Background: an optimization exercise with open tools, aiming at small area, a short achievable clock period and few clock cycles per item. Do not read the settings as production practice.
Only simulation tests tie the RTL to the original design; equivalence was not proved.
Power is estimated from default activity; no workload was simulated.

the reference run:
Design bresenham_line_stepper_top, start of the top module:
module bresenham_line_stepper_top #(
    parameter int COORD_BITS = 12
) (
    input  wire logic                               i_clk,
    input  wire logic                               i_rst_n,
    input  wire logic                               i_req_valid,
    output logic                                    o_req_ready,
    input  wire logic                               i_req_type,
    input  wire logic [COORD_BITS-1:0]              i_req_x_start,
    input  wire logic [COORD_BITS-1:0]              i_req_y_start,
    input  wire logic [COORD_BITS-1:0]              i_req_x_end,
    input  wire logic [COORD_BITS-1:0]              i_req_y_end,
    output logic                                    o_pix_valid,
    input  wire logic                               i_pix_ready,
    output logic                                    o_pix_pixel_valid,
    output logic [COORD_BITS-1:0]                   o_pix_pixel_x,
    output logic [COORD_BITS-1:0]                   o_pix_pixel_y,
    output logic                                    o_pix_in_image,
  ...
Size: about 240 flip-flops, ~15,000 µm² of cells after synthesis.
==> flow/config.mk <==
export PLATFORM = sky130hd
export DESIGN_NAME = bresenham_line_stepper_top
export DESIGN_NICKNAME = bresenham_line_stepper_top
export VERILOG_FILES = /design/flow/design.v
export SDC_FILE = /design/flow/constraint.sdc
export NUM_CORES = 4
export LEC_CHECK = 0
export CAP_MARGIN = 20
export CORE_MARGIN = 2
export CORE_UTILIZATION = 40
export CTS_BUF_LIST = sky130_fd_sc_hd__clkbuf_16
export CTS_CLUSTER_DIAMETER = 100
export CTS_CLUSTER_SIZE = 20
export SLEW_MARGIN = 20
==> flow/constraint.sdc <==
create_clock -name core_clock -period 20.0 [get_ports {i_clk}]
set_input_delay 4.0000 -clock core_clock [delete_from_list [all_inputs] [get_ports {i_clk}]]
set_output_delay 4.0000 -clock core_clock [all_outputs]
set_load 0.01 [all_outputs]
standard.sh (not shown) runs the stock make flow with config.mk's settings and CLKGATE_MAP_FILE= SYNTH_SCRIPT=/design/flow/synth_recipe.tcl, a recipe that flattens the netlist after the stock synthesis.
==> flow/flow/run.sh <==
#!/bin/bash
set -e
export BUFFER_PORTS_ARGS="-buffer_cell sky130_fd_sc_hd__buf_1"
export SETUP_SLACK_MARGIN=14.75
bash standard.sh > standard.log 2>&1
Testbench counts of the reference run, summed over its fixed seeds: cycles 48,523, items 48,507.
Input changes introduced in the trial run (baseline for comparison: the reference run):
Settings: swapping 20 for 10 in CAP_MARGIN; swapping 20 for 10 in SLEW_MARGIN.
==> flow/flow/run.sh <==
#!/bin/bash
set -e
export BUFFER_PORTS_ARGS="-buffer_cell sky130_fd_sc_hd__buf_1"
export SETUP_SLACK_MARGIN=14.6
bash standard.sh > standard.log 2>&1
### Flow results
- Against the reference run, the final cell area of the trial run is lower.
- Fmax essentially unchanged between the trial run and the reference run.
- The power number comes out higher for the reference run vs the trial run.
- Where normalized max-slew margin is concerned, the reference run is outperformed by the trial run.
- Status: share of the cycle needed by the critical path after routing parity (the trial run, the reference run)
- In the flow results for the reference run and the trial run, the fraction of the core area covered by cells at the end of the flow is larger on the reference run.

---

== job 104 ==
bresenham_line_stepper_top, a different RTL version from the one above (not shown whole).
Size: ~150 I/O pins.
Settings: LEC_CHECK=0, CAP_MARGIN=20, CORE_MARGIN=2, CORE_UTILIZATION=40, CTS_BUF_LIST=sky130_fd_sc_hd__clkbuf_8, CTS_CLUSTER_DIAMETER=60, CTS_CLUSTER_SIZE=12, SLEW_MARGIN=20; clock period 20.0 ns.
==> flow/flow/run.sh <==
#!/bin/bash
set -e
export BUFFER_PORTS_ARGS="-buffer_cell sky130_fd_sc_hd__buf_1"
export SETUP_SLACK_MARGIN=14.6
bash standard.sh > standard.log 2>&1
Testbench counts of job 104, summed over its fixed seeds: cycles 48,523, items 48,507.
Input-level comparison between job 101 and job 104:
# job 104
export LEC_CHECK = 0
export CAP_MARGIN = 20
export CORE_MARGIN = 2
export CORE_UTILIZATION = 40
export CTS_BUF_LIST = sky130_fd_sc_hd__clkbuf_8
export CTS_CLUSTER_DIAMETER = 60
export CTS_CLUSTER_SIZE = 12
export SLEW_MARGIN = 20
create_clock -name core_clock -period 20.0 [get_ports {i_clk}]
# job 101
export LEC_CHECK = 0
export CAP_MARGIN = 20
export CORE_MARGIN = 2
export CORE_UTILIZATION = 40
export CTS_BUF_LIST = sky130_fd_sc_hd__clkbuf_8
export CTS_CLUSTER_DIAMETER = 60
export CTS_CLUSTER_SIZE = 12
export SLEW_MARGIN = 50
create_clock -name core_clock -period 20.0 [get_ports {i_clk}]
-- flow/flow/run.sh --
<<< job 104, line 4
export SETUP_SLACK_MARGIN=14.6
>>> job 101, line 4
Proportion of final cell area spent on non-clock buffers is lower on job 101. Compared with job 104, job 101 instantiates a smaller number of cells. Worst setup slack delta for job 101 relative to job 104: 0.37 ns lower. Going from job 104 to job 101, the clock-buffer cell count was found to have gone up by about 3.4%. Compared with job 104, job 101 shows a register-to-register slack that is 0.47 ns lower. Going from job 104 to job 101, sum of internal, switching and leakage power has decreased, count of pins over their slew limit has remained practically unchanged. Clock share of power delta (job 104 -> job 101): insignificant.

==> what the ideal ports hide <==
The results above use ideal ports. As a check the final layouts listed here were re-extracted and re-timed, cells and wires unchanged. Step 1 sets driving cells, clkbuf_16 on the clock port and buf_2 on the other inputs (assumed; they add their load-dependent delay and slew). Step 2, shift: input delay + t, output delay - t, t = (earliest + latest rising clock arrival at the registers) / 2. This alone moves slack from input paths to output paths. a / b / c = no drivers / after step 1 / after step 2; a / b = the first two.
| run | shift t [ns] | setup WS [ns] | latest minus earliest clock arrival (ns) | worst register clock-pin slew, ns |
|---|---|---|---|---|
| the reference run | 0.558 | 14.649 / 14.594 / 14.139 | 0.012 / 0.011 | 0.09 / 0.09 |
| the trial run | 0.553 | 14.637 / 14.607 / 14.120 | 0.022 / 0.022 | 0.10 / 0.10 |
| job 104 | 0.659 | 14.513 / 14.471 / 13.948 | 0.022 / 0.022 | 0.09 / 0.09 |
| job 101 | 0.667 | 14.145 / 14.166 / 13.499 | 0.037 / 0.037 | 0.09 / 0.09 |
After both steps every run listed still meets setup and hold. For job 101, which loses most, drivers alone change the setup slack by +0.021 ns; drivers and shift together by -0.646 ns.
